Source: an optimization exercise on an open RTL-to-GDS flow (aim: small area, a short achievable clock period and few clock cycles). Production flows keep margins and buffers that such runs may drop. The RTL was checked by simulation tests, not by an equivalence proof against the original design. Power and IR drop assume default switching activity.

$ cat flow/constraint.sdc
create_clock -name core_clock -period 10.0 [get_ports {clk}]
set_input_delay 2.0000 -clock core_clock [delete_from_list [all_inputs] [get_ports {clk}]]
set_output_delay 2.0000 -clock core_clock [all_outputs]
set_load 0.01 [all_outputs]
$ cat flow/run.sh
#!/bin/bash
# synth_recipe.tcl (not shown) runs the flow's synth.tcl, then flattens the netlist and writes it again
# the make line also repeats each setting of config.mk as NAME=value (left out here)
make -C /OpenROAD-flow-scripts/flow DESIGN_CONFIG=/design/flow/config.mk WORK_HOME=/design/flow/orfs CLKGATE_MAP_FILE= SYNTH_SCRIPT=/design/flow/synth_recipe.tcl finish
$ cat flow/config.mk
export PLATFORM = sky130hd
export DESIGN_NAME = disc_reveal_bitmap
export DESIGN_NICKNAME = disc_reveal_bitmap
export VERILOG_FILES = /design/flow/design.v
export SDC_FILE = /design/flow/constraint.sdc
export NUM_CORES = 8
export LEC_CHECK = 0
export CAP_MARGIN = 20
export CORE_MARGIN = 2
export CORE_UTILIZATION = 45
export PLACE_DENSITY = 0.6
export SLEW_MARGIN = 20
export SYNTH_MEMORY_MAX_BITS = 8192
$ cat flow/design.v
package drb_pkg;
  localparam int MAX_COLS   = 64;
  localparam int MAX_ROWS   = 64;
  localparam int MAX_RADIUS = 15;
  localparam int ROW_AW = (MAX_ROWS > 1) ? $clog2(MAX_ROWS) : 1;
  localparam int COL_CW = 9;
  localparam int WORLD_W  = 24;
  localparam int DIV_W    = 25;
  localparam int DEN_W    = 16;
  localparam int CTR_W    = 18;
  localparam int POS_W    = 19;
  localparam int CENTER_LIMIT = 65536;
  localparam int DIV_CNT_W = $clog2(DIV_W);
  localparam int CFG_IDX_W  = 3;
  localparam int CFG_DATA_W = 24;
  typedef enum logic [1:0] {
    CMD_DISC = 2'd0,
    CMD_CELL = 2'd1,
    CMD_READ = 2'd2,
    CMD_NONE = 2'd3
  } cmd_t;
  localparam logic [CFG_IDX_W-1:0] REG_GRID_COLS = 3'd0;
  localparam logic [CFG_IDX_W-1:0] REG_GRID_ROWS = 3'd1;
  localparam logic [CFG_IDX_W-1:0] REG_ORIGIN_X  = 3'd2;
  localparam logic [CFG_IDX_W-1:0] REG_ORIGIN_Y  = 3'd3;
  localparam logic [CFG_IDX_W-1:0] REG_CELL_SIZE = 3'd4;
  localparam logic [6:0]       RST_GRID_COLS = 7'd64;
  localparam logic [6:0]       RST_GRID_ROWS = 7'd64;
  localparam logic [DEN_W-1:0] RST_CELL_SIZE = 16'd8192;
  function automatic logic [3:0] half_width(input logic [3:0] r, input logic [3:0] a);
    logic [8:0] rr;
    logic [8:0] aa;
    logic [3:0] w;
    rr = 9'(r) * 9'(r);
    aa = 9'(a) * 9'(a);
    w  = '0;
    for (int k = 0; k <= MAX_RADIUS; k++) begin
      if (9'(k * k) + aa <= rr) w = 4'(k);
    end
    half_width = w;
  endfunction
endpackage
module drb_div (
  input  logic                                clk,
  input  logic                                rst_n,
  input  logic                                start,
  input  logic signed [drb_pkg::DIV_W-1:0]    num,
  input  logic        [drb_pkg::DEN_W-1:0]    den,
  output logic                                done,
  output logic signed [drb_pkg::CTR_W-1:0]    quo
);
  logic                                run_r;
  logic                                fin_r;
  logic                                done_r;
  logic [drb_pkg::DIV_CNT_W-1:0]       cnt_r;
  logic                                neg_r;
  logic [drb_pkg::DIV_W-1:0]           dvd_r;
  logic [drb_pkg::DEN_W-1:0]           rem_r;
  logic [drb_pkg::DIV_W-1:0]           q_r;
  logic [drb_pkg::DEN_W-1:0]           den_r;
  logic signed [drb_pkg::CTR_W-1:0]    quo_r;
  logic [drb_pkg::DEN_W:0]             part;
  logic [drb_pkg::DEN_W+1:0]           diff;
  logic                                ge;
  logic [drb_pkg::DIV_W:0]             mag;
  logic [drb_pkg::CTR_W-2:0]           mag_sat;
  logic signed [drb_pkg::CTR_W-1:0]    quo_nxt;
  always_comb begin
    part = {rem_r, dvd_r[drb_pkg::DIV_W-1]};
    diff = {1'b0, part} - {2'b00, den_r};
    ge   = !diff[drb_pkg::DEN_W+1];
    mag  = {1'b0, q_r} + (drb_pkg::DIV_W+1)'(neg_r && (rem_r != '0));
    if (mag > (drb_pkg::DIV_W+1)'(drb_pkg::CENTER_LIMIT)) begin
      mag_sat = (drb_pkg::CTR_W-1)'(drb_pkg::CENTER_LIMIT);
    end else begin
      mag_sat = mag[drb_pkg::CTR_W-2:0];
    end
    quo_nxt = neg_r ? -$signed({1'b0, mag_sat}) : $signed({1'b0, mag_sat});
  end
  always_ff @(posedge clk) begin
    if (!rst_n) begin
      run_r  <= 1'b0;
      fin_r  <= 1'b0;
      done_r <= 1'b0;
    end else begin
      done_r <= 1'b0;
      if (start) begin
        run_r <= 1'b1;
        fin_r <= 1'b0;
      end else if (run_r) begin
        if (cnt_r == '0) begin
          run_r <= 1'b0;
          fin_r <= 1'b1;
        end
      end else if (fin_r) begin
        fin_r  <= 1'b0;
        done_r <= 1'b1;
      end
    end
  end
  always_ff @(posedge clk) begin
    if (start) begin
      neg_r <= num[drb_pkg::DIV_W-1];
      dvd_r <= num[drb_pkg::DIV_W-1] ? drb_pkg::DIV_W'(-num) : drb_pkg::DIV_W'(num);
      rem_r <= '0;
      q_r   <= '0;
      den_r <= (den == '0) ? drb_pkg::DEN_W'(1) : den;
      cnt_r <= drb_pkg::DIV_CNT_W'(drb_pkg::DIV_W - 1);
    end else if (run_r) begin
      rem_r <= ge ? diff[drb_pkg::DEN_W-1:0] : part[drb_pkg::DEN_W-1:0];
      q_r   <= {q_r[drb_pkg::DIV_W-2:0], ge};
      dvd_r <= {dvd_r[drb_pkg::DIV_W-2:0], 1'b0};
      cnt_r <= cnt_r - 1'b1;
    end else if (fin_r) begin
      quo_r <= quo_nxt;
    end
  end
  assign done = done_r;
  assign quo  = quo_r;
endmodule
module disc_reveal_bitmap (
  input  logic                                clk,
  input  logic                                rst_n,
  input  logic                                in_valid,
  output logic                                in_ready,
  input  logic [1:0]                          in_cmd,
  input  logic signed [23:0]                  in_world_x,
  input  logic signed [23:0]                  in_world_y,
  input  logic [3:0]                          in_radius,
  input  logic signed [7:0]                   in_cell_x,
  input  logic signed [7:0]                   in_cell_y,
  output logic                                out_valid,
  input  logic                                out_ready,
  output logic                                out_revealed_bit,
  output logic                                out_in_bounds,
  output logic signed [17:0]                  out_center_x,
  output logic signed [17:0]                  out_center_y,
  input  logic                                cfg_we,
  input  logic [drb_pkg::CFG_IDX_W-1:0]       cfg_idx,
  input  logic [drb_pkg::CFG_DATA_W-1:0]      cfg_wdata
);
  typedef enum logic [2:0] {
    S_IDLE,
    S_DIV,
    S_ROWS,
    S_DRAIN,
    S_LOAD
  } state_t;
  state_t state_r, state_nxt;
  logic [6:0]                        grid_cols_r;
  logic [6:0]                        grid_rows_r;
  logic signed [drb_pkg::WORLD_W-1:0] origin_x_r;
  logic signed [drb_pkg::WORLD_W-1:0] origin_y_r;
  logic [drb_pkg::DEN_W-1:0]         cell_size_r;
  logic [drb_pkg::COL_CW-1:0]        cols_eff;
  logic [6:0]                        rows_eff;
  drb_pkg::cmd_t                     cmd_r;
  logic [3:0]                        rad_r;
  logic [4:0]                        cnt_r;
  logic signed [drb_pkg::CTR_W-1:0]  ctr_x_r;
  logic signed [drb_pkg::CTR_W-1:0]  ctr_y_r;
  logic                              bit_r;
  logic                              out_vld_r;
  logic                              out_bit_r;
  logic                              out_inb_r;
  logic signed [drb_pkg::CTR_W-1:0]  out_cx_r;
  logic signed [drb_pkg::CTR_W-1:0]  out_cy_r;
  logic                              in_xfer;
  logic                              out_xfer;
  logic                              load_go;
  logic                              div_start;
  logic signed [drb_pkg::DIV_W-1:0]  num_x;
  logic signed [drb_pkg::DIV_W-1:0]  num_y;
  logic                              div_done_x;
  logic                              div_done_y;
  logic signed [drb_pkg::CTR_W-1:0]  quo_x;
  logic signed [drb_pkg::CTR_W-1:0]  quo_y;
  logic [3:0]                        rad_sat;
  logic signed [5:0]                 s0_dy;
  logic [3:0]                        s0_abs;
  logic [3:0]                        s0_w;
  logic signed [drb_pkg::POS_W-1:0]  s0_row;
  logic                              s0_row_ok;
  logic [drb_pkg::ROW_AW-1:0]        s0_idx;
  logic                              s1_vld_r;
  logic                              s1_wr_r;
  logic [drb_pkg::ROW_AW-1:0]        s1_row_r;
  logic signed [drb_pkg::POS_W-1:0]  s1_lo_r;
  logic signed [drb_pkg::POS_W-1:0]  s1_hi_r;
  logic                              rd_vld_r;
  logic [drb_pkg::MAX_COLS-1:0]      rd_data_r;
  logic [drb_pkg::MAX_COLS-1:0]      s1_old;
  logic [drb_pkg::MAX_COLS-1:0]      s1_mask;
  logic [drb_pkg::MAX_COLS-1:0]      map_mem [drb_pkg::MAX_ROWS];
  logic [drb_pkg::MAX_ROWS-1:0]      row_vld_r;
  logic                              inb;
  assign in_xfer   = in_valid && in_ready;
  assign out_xfer  = out_vld_r && out_ready;
  assign in_ready = (state_r == S_IDLE);
  assign load_go   = (state_r == S_LOAD) && (!out_vld_r || out_ready);
  assign div_start = in_xfer && (in_cmd == drb_pkg::CMD_DISC);
  assign rad_sat   = (in_radius > 4'(drb_pkg::MAX_RADIUS)) ?
                     4'(drb_pkg::MAX_RADIUS) : in_radius;
  assign num_x = drb_pkg::DIV_W'(in_world_x) - drb_pkg::DIV_W'(origin_x_r);
  assign num_y = drb_pkg::DIV_W'(in_world_y) - drb_pkg::DIV_W'(origin_y_r);
  assign cols_eff = (grid_cols_r > 7'(drb_pkg::MAX_COLS)) ?
                    drb_pkg::COL_CW'(drb_pkg::MAX_COLS) : drb_pkg::COL_CW'(grid_cols_r);
  assign rows_eff = (grid_rows_r > 7'(drb_pkg::MAX_ROWS)) ?
                    7'(drb_pkg::MAX_ROWS) : grid_rows_r;
  drb_div u_div_x (
    .clk   (clk),
    .rst_n (rst_n),
    .start (div_start),
    .num   (num_x),
    .den   (cell_size_r),
    .done  (div_done_x),
    .quo   (quo_x)
  );
  drb_div u_div_y (
    .clk   (clk),
    .rst_n (rst_n),
    .start (div_start),
    .num   (num_y),
    .den   (cell_size_r),
    .done  (div_done_y),
    .quo   (quo_y)
  );
  always_comb begin
    s0_dy     = $signed({1'b0, cnt_r}) - $signed({2'b00, rad_r});
    s0_abs    = s0_dy[5] ? 4'(-s0_dy) : 4'(s0_dy);
    s0_w      = drb_pkg::half_width(rad_r, s0_abs);
    s0_row    = drb_pkg::POS_W'(ctr_y_r) + drb_pkg::POS_W'(s0_dy);
    s0_row_ok = (s0_row >= 0) && (s0_row < $signed(drb_pkg::POS_W'(rows_eff)));
    s0_idx    = s0_row[drb_pkg::ROW_AW-1:0];
  end
  always_comb begin
    s1_old = rd_vld_r ? rd_data_r : '0;
    for (int i = 0; i < drb_pkg::MAX_COLS; i++) begin
      s1_mask[i] = ($signed(drb_pkg::POS_W'(i)) >= s1_lo_r) &&
                   ($signed(drb_pkg::POS_W'(i)) <= s1_hi_r) &&
                   (drb_pkg::COL_CW'(i) < cols_eff);
    end
  end
  always_comb begin
    inb = (cmd_r != drb_pkg::CMD_NONE) && (ctr_x_r >= 0) && (ctr_y_r >= 0) &&
          (ctr_x_r < $signed(drb_pkg::CTR_W'(cols_eff))) &&
          (ctr_y_r < $signed(drb_pkg::CTR_W'(rows_eff)));
  end
  always_comb begin
    state_nxt = state_r;
    case (state_r)
      S_IDLE: begin
        if (in_xfer) begin
          case (in_cmd)
            drb_pkg::CMD_DISC: state_nxt = S_DIV;
            drb_pkg::CMD_NONE: state_nxt = S_LOAD;
            default:           state_nxt = S_ROWS;
          endcase
        end
      end
      S_DIV:   if (div_done_x && div_done_y) state_nxt = S_ROWS;
      S_ROWS:  if (cnt_r == {rad_r, 1'b0}) state_nxt = S_DRAIN;
      S_DRAIN: state_nxt = S_LOAD;
      S_LOAD:  if (load_go) state_nxt = S_IDLE;
      default: state_nxt = S_IDLE;
    endcase
  end
  always_ff @(posedge clk) begin
    if (!rst_n) begin
      state_r   <= S_IDLE;
      out_vld_r <= 1'b0;
      s1_vld_r  <= 1'b0;
    end else begin
      state_r  <= state_nxt;
      s1_vld_r <= (state_r == S_ROWS) && s0_row_ok;
      if (load_go) begin
        out_vld_r <= 1'b1;
        out_bit_r <= bit_r;
        out_inb_r <= inb;
        out_cx_r  <= (cmd_r == drb_pkg::CMD_DISC) ? ctr_x_r : '0;
        out_cy_r  <= (cmd_r == drb_pkg::CMD_DISC) ? ctr_y_r : '0;
      end else if (out_xfer) begin
        out_vld_r <= 1'b0;
      end
    end
  end
  always_ff @(posedge clk) begin
    if (in_xfer) begin
      cmd_r   <= drb_pkg::cmd_t'(in_cmd);
      rad_r   <= (in_cmd == drb_pkg::CMD_DISC) ? rad_sat : 4'd0;
      cnt_r   <= '0;
      bit_r   <= 1'b0;
      ctr_x_r <= drb_pkg::CTR_W'(in_cell_x);
      ctr_y_r <= drb_pkg::CTR_W'(in_cell_y);
    end else begin
      if ((state_r == S_DIV) && div_done_x && div_done_y) begin
        ctr_x_r <= quo_x;
        ctr_y_r <= quo_y;
      end
      if (state_r == S_ROWS) cnt_r <= cnt_r + 1'b1;
      if (s1_vld_r && !s1_wr_r) bit_r <= |(s1_old & s1_mask);
    end
    s1_wr_r  <= (cmd_r != drb_pkg::CMD_READ);
    s1_row_r <= s0_idx;
    s1_lo_r  <= drb_pkg::POS_W'(ctr_x_r) - drb_pkg::POS_W'(s0_w);
    s1_hi_r  <= drb_pkg::POS_W'(ctr_x_r) + drb_pkg::POS_W'(s0_w);
  end
  always_ff @(posedge clk) begin
    rd_data_r <= map_mem[s0_idx];
    if (s1_vld_r && s1_wr_r) map_mem[s1_row_r] <= s1_old | s1_mask;
  end
  always_ff @(posedge clk) begin
    if (!rst_n) begin
      row_vld_r <= '0;
      rd_vld_r  <= 1'b0;
    end else begin
      rd_vld_r <= row_vld_r[s0_idx];
      if (s1_vld_r && s1_wr_r) row_vld_r[s1_row_r] <= 1'b1;
    end
  end
  always_ff @(posedge clk) begin
    if (!rst_n) begin
      grid_cols_r <= drb_pkg::RST_GRID_COLS;
      grid_rows_r <= drb_pkg::RST_GRID_ROWS;
      origin_x_r  <= '0;
      origin_y_r  <= '0;
      cell_size_r <= drb_pkg::RST_CELL_SIZE;
    end else if (cfg_we) begin
      case (cfg_idx)
        drb_pkg::REG_GRID_COLS: grid_cols_r <= cfg_wdata[6:0];
        drb_pkg::REG_GRID_ROWS: grid_rows_r <= cfg_wdata[6:0];
        drb_pkg::REG_ORIGIN_X:  origin_x_r  <= cfg_wdata[drb_pkg::WORLD_W-1:0];
        drb_pkg::REG_ORIGIN_Y:  origin_y_r  <= cfg_wdata[drb_pkg::WORLD_W-1:0];
        drb_pkg::REG_CELL_SIZE: cell_size_r <= cfg_wdata[drb_pkg::DEN_W-1:0];
        default: ;
      endcase
    end
  end
  assign out_valid        = out_vld_r;
  assign out_revealed_bit = out_bit_r;
  assign out_in_bounds    = out_inb_r;
  assign out_center_x     = out_cx_r;
  assign out_center_y     = out_cy_r;
endmodule
==> results.txt <==
Routing:
- The sum of routed wire length over all layers is 553,900 um.
- The number of vias per cell is 6.245.
- The post-route antenna net violation count is 0.
- The count of TritonRoute iterations in the first routing pass is 6.
- In the final routed layout, each cell accounts on average for 33.36 um.
- The post-detailed-route DRC marker count is 0.
- Detailed routing inserted a total of 103.7k vias.
- The count of routing violations after the opening detailed-route iteration is 13.51k.

Clocking:
- TritonCTS built the clock tree.
- The buffers inserted during post-CTS setup optimization is 0.
- The number of clock buffers added by TritonCTS is 462.
- The maximum level of the CTS H-tree is 5.
- The later pin in the worst-skew pair is clocked with a latency of 1.05 ns.
- The root buffer cell chosen for the clock tree is sky130_fd_sc_hd__clkbuf_16.
- The deepest clock path buffer count is 4.
- Clock tree synthesis found a total of 4,640 sinks.
- The number of buffers inserted for hold repair after clock tree synthesis is 0.
- After clock tree synthesis, the clock-pin slew on the worst setup and hold paths is approximately 0.060 ns.
- The number of instances resized during post-cts repair is 0.

Run status:
- The run finished with no timing, DRC or antenna violations.

Global route:
- Entering global routing, the biggest net connects 114 pins.
- The final global-route overflow total is 0.
- The number of global-route vias before repair came to 102.8k.
- The total global routing track utilization is 25.68%.
- The first global-routing pass estimated 780,100 um of wire.
- The number of antenna violations at the first check in global routing is 17.

Critical path:
- The critical path data required time is roughly 11 ns.
- The signal arrival time at the worst endpoint is roughly 9.9 ns.
- The most numerous cell type found on the critical path is sky130_fd_sc_hd__ha_1.
- The capturing element type of the critical path is a flip-flop.
- For this design, the slowest cell found on the critical path is sky130_fd_sc_hd__fa_1.
- The maximum single-stage delay on the critical path is 0.63 ns.
- The maximum fanout along the worst path is 13.
- The critical path is of the flip-flop to flip-flop type.
- STA classifies the critical path startpoint as a flip-flop.

Synth:
- The most used flip-flop cell after synthesis is sky130_fd_sc_hd__edfxtp_1.
- The number of distinct library cells after synthesis is 112.
- Synthesis produced a netlist with a net count of 10.50k.
- The mapped netlist covers 189,800 um^2.
- Sequential cells were found to cover 71.53% of the synthesized design area.
- The number of synthesized flops with an enable pin is 4,280.
- The number of warnings issued by yosys is 2.
- The cell taking the most area after synthesis is sky130_fd_sc_hd__edfxtp_1.
- The synthesized area per cell is 18.66 um^2.
- The cell count after synthesis is 10.17k.
- Yosys attributes the largest share of cell area to sky130_fd_sc_hd__edfxtp_1 68%, sky130_fd_sc_hd__mux4_2 15%, sky130_fd_sc_hd__dfxtp_1 3.8%.
- In the synthesized netlist the async set-or-reset flop fraction comes to 0%.
- Counting flops and latches in the post-synthesis netlist gives 4,640.
- After synthesis, the largest area contributor takes up 67.73% of total cell area.

Timing:
- The worst-margin pin slew is 1.263 ns.
- The final-report hold violation count is 0.
- The clock skew after layout is 0.1002 ns.
- Measured against its own limit, the worst slew margin works out to between 10% and 20%.
- The final cycle utilization of the critical path is 89.84%.
- Setup repair after global routing left no endpoint under its margin.
- Setup violations remaining at the end of the flow were counted as 0.
- Summed over all failing endpoints, the final setup total negative slack is 0 ns.
- For this run, the top clock speed supported by timing is about 110 MHz.
- The final-report max-slew violation count is 0.
- The time the worst path needs with I/O delays and setup is approximately 9.0 ns.

Power and ir drop:
- The static leakage power is 69.74 nW.
- Power spread over the standard cell area amounts to around 400 nW/um^2.
- Net switching is 38.08% of the power.
- In this run the power spent charging and discharging nets is 32.54 mW.
- Of the total power, combinational logic draws 51.0%.
- IR analysis of the VDD net gives a maximum drop of 883.7 uV.
- The clock power share is between 20% and 30%.
- The share of total power in sequential cells is between 20 and 30%.
- Internal power comes to roughly 53 mW.

Floorplan:
- During I/O placement, the number of pins put on the boundary was roughly 140.
- The area inside the core boundary is 420,200 um^2.
- The floorplan has 238 rows.
- The die covers 426,900 um^2.
- The vertical die dimension is roughly 650 um.
- The starting density of the core is 45.16%.
- From left edge to right edge, the die measures 653.4 um.

Layout:
- The finished layout holds between 15k and 20k standard cells, fillers aside.
- The final layout contains 10.88k nets.
- At the end of the flow the core is filled with cells to 51.30%.
- The sequential cells in the finished layout cover a total of 135,700 um^2.
- The filler cells instantiated in the layout total 33.26k.
- The area growth from synthesis to layout is 13.58%.
- The total area of multi-input combinational cells is 51,990 um^2.
- The proportion of layout cells with a drive suffix above 1 is 22.90%.

Worst hold path:
- The worst hold path class is flip-flop to flip-flop.

Run:
- The total of max-cap violations is 0.

Placement:
- At the end of routability-driven placement, the weighted congestion stood at roughly 0.94.
- The cell count after placement is 15.72k.
- Summed over all nets, the half-perimeter wirelength after detailed placement is 308,900 um.
- The port buffer count is approximately 140.
## synthesized netlist by cell type, types with 14 or more instances
cell                          n
sky130_fd_sc_hd__edfxtp_1  4280
sky130_fd_sc_hd__ha_1       215
sky130_fd_sc_hd__buf_2       17
sky130_fd_sc_hd__buf_1      103
sky130_fd_sc_hd__a21oi_1    239
sky130_fd_sc_hd__nor3_1     101
sky130_fd_sc_hd__nand3_1    108
sky130_fd_sc_hd__a21boi_0    78
sky130_fd_sc_hd__a22o_1      15
sky130_fd_sc_hd__xnor2_1    145
sky130_fd_sc_hd__o31ai_1     21
sky130_fd_sc_hd__inv_1      182
sky130_fd_sc_hd__nand2_1    678
sky130_fd_sc_hd__dfxtp_1    360
sky130_fd_sc_hd__xor2_1     105
sky130_fd_sc_hd__a31oi_1    102
sky130_fd_sc_hd__o21ai_1     20
sky130_fd_sc_hd__nor4_1      46
sky130_fd_sc_hd__o21ai_0    201
sky130_fd_sc_hd__or2_2       19
sky130_fd_sc_hd__o211ai_1    21
sky130_fd_sc_hd__nand2b_1    46
sky130_fd_sc_hd__mux2i_1     72
sky130_fd_sc_hd__o21a_1      87
sky130_fd_sc_hd__and3_1      44
sky130_fd_sc_hd__mux4_2    1301
sky130_fd_sc_hd__nor2b_1     60
sky130_fd_sc_hd__o22ai_1     14
sky130_fd_sc_hd__a211oi_1    89
sky130_fd_sc_hd__a21o_1      92
sky130_fd_sc_hd__nand4_1     45
sky130_fd_sc_hd__and2_1     124
sky130_fd_sc_hd__clkbuf_1   430
sky130_fd_sc_hd__nor2_1     417
sky130_fd_sc_hd__or3_1       22
## cell usage in the layout (no fill, tap or decap), types with 90 or more instances in the layout
cell,instances
sky130_fd_sc_hd__clkinv_1,95
sky130_fd_sc_hd__nor3_1,95
sky130_fd_sc_hd__ha_1,214
sky130_fd_sc_hd__clkdlybuf4s50_1,140
sky130_fd_sc_hd__xnor2_1,143
sky130_fd_sc_hd__inv_1,180
sky130_fd_sc_hd__dfxtp_1,356
sky130_fd_sc_hd__nand3_1,108
sky130_fd_sc_hd__xor2_1,103
sky130_fd_sc_hd__edfxtp_1,4280
sky130_fd_sc_hd__o21ai_0,201
sky130_fd_sc_hd__buf_4,280
sky130_fd_sc_hd__a21oi_1,239
sky130_fd_sc_hd__a31oi_1,102
sky130_fd_sc_hd__nor2_1,350
sky130_fd_sc_hd__and2_1,124
sky130_fd_sc_hd__a21o_1,91
sky130_fd_sc_hd__clkbuf_16,468
sky130_fd_sc_hd__clkinv_2,90
sky130_fd_sc_hd__nand2_1,673
sky130_fd_sc_hd__mux4_2,1301
## worst max-delay path: cells and delay by family, from the launching register on
| family | cells | cell delay, ns |
|---|---|---|
| flip-flops | 1 | 0.58 |
| adder cells (fa/ha/maj) | 8 | 2.71 |
| AO/OA/AOI/OAI | 10 | 2.37 |
| buffers and inverters | 5 | 0.73 |
| XOR/XNOR | 3 | 0.67 |
| AND/OR/NAND/NOR | 11 | 1.84 |
## routing by layer
layer	part of all wire, %	track usage (%)	vias up
met3	9.1	4.467	927
li1	-	-	41960
met4	3.2	7.519	10
met2	48	41.57	5066
met5	0.014	0	-
met1	40	35.92	55720
## cell families (layout without fill, tap and decap cells)
group,after synthesis,after routing,synth area share [%]
simple gates,1791,1791,4.445
mux,1376,1376,15.84
other cells,0,8,0
xor+xnor,253,253,1.180
flops,4640,4640,71.53
buf+inv,739,1527,1.473
fa+ha+maj,225,225,1.523
compound gates,1144,1144,4.011
## flip-flops by register name (all words and copies together) (netlist names), 19 cells and up
register	flops
map_mem	4096
s1_hi_r	19
u_div_y.q_r	25
origin_x_r	24
origin_y_r	24
u_div_x.dvd_r	25
u_div_y.dvd_r	25
rd_data_r	64
row_vld_r	64
u_div_x.q_r	25
## power by group through the flow
stage	Sequential (mW)	Clock [mW]	Combinational (mW)
floorplan	24.2	0	30.9
global placement	24.6	0	43.7
detailed placement	24.6	0	43.7
CTS	24.2	17.9	43.9
global route	24.2	18.6	46.7
finish	24.2	17.7	43.6
## path summary, 6_finish.rpt
check / slack [ns] / end / depth (start not counted) / from
worst min register to register: 0.46 / row_vld_r[2] / 1 / row_vld_r[2]
worst min-delay path: 0.46 / row_vld_r[2] / 1 / row_vld_r[2]
worst max register to register: 1.02 / s1_hi_r[17] / 37 / rad_r[0]
worst max-delay path: 1.02 / s1_hi_r[17] / 37 / rad_r[0]
## area by class of cell
type	instances	area share [%]
inverter	189	0.3326
multi-input combinational	4789	24.12
sequential	4640	62.98
clock buffer	588	5.776
tap	5640	3.274
clock inverter	282	1.426
antenna	8	0.009288
timing repair buffer	468	2.082
## through the flow
stage          hold WS [ns]  worst slack (ns)  total power [mW]  instance area (um^2)
6_report             0.4621             1.016             85.45                215500
5_1_grt              0.4763            0.2151             89.58                215500
4_1_cts              0.4659            0.9471             86.05                215400
3_5_place_dp         0.4518            0.9684             68.32                199900
3_3_place_gp         0.4403             1.061             68.27                199600
2_1_floorplan        0.4076             2.644             55.01                189800
Testbench counts, summed over its fixed seeds: cycles 80,305.

-- what the ideal ports hide --
No port has a modelled driver above. Below, the same layout with a new extraction and two added sets of constraints. Step 1: set_driving_cell puts a clkbuf_16 on clk and a buf_2 on each other input, an assumption about the parent block. Step 2 moves the port delays by t, midway between the first and last clock arrival at a register: inputs arrive t later, outputs are due t later. That takes back most of the time a late clock gives input paths. Three values: no drivers, after step 1, after step 2; two values: the first two.
t, ns: 1.119
setup WS [ns]: 1.016 / 1.016 / 1.016
worst hold slack (ns): 0.462 / 0.462 / 0.462
latest minus earliest clock arrival (ns): 0.105 / 0.104
pins driven straight from the clock port: 1
After both steps setup and hold are still met in this run. The setup slack of this run moves by 0.000 ns with the drivers and by 0.000 ns with both steps.
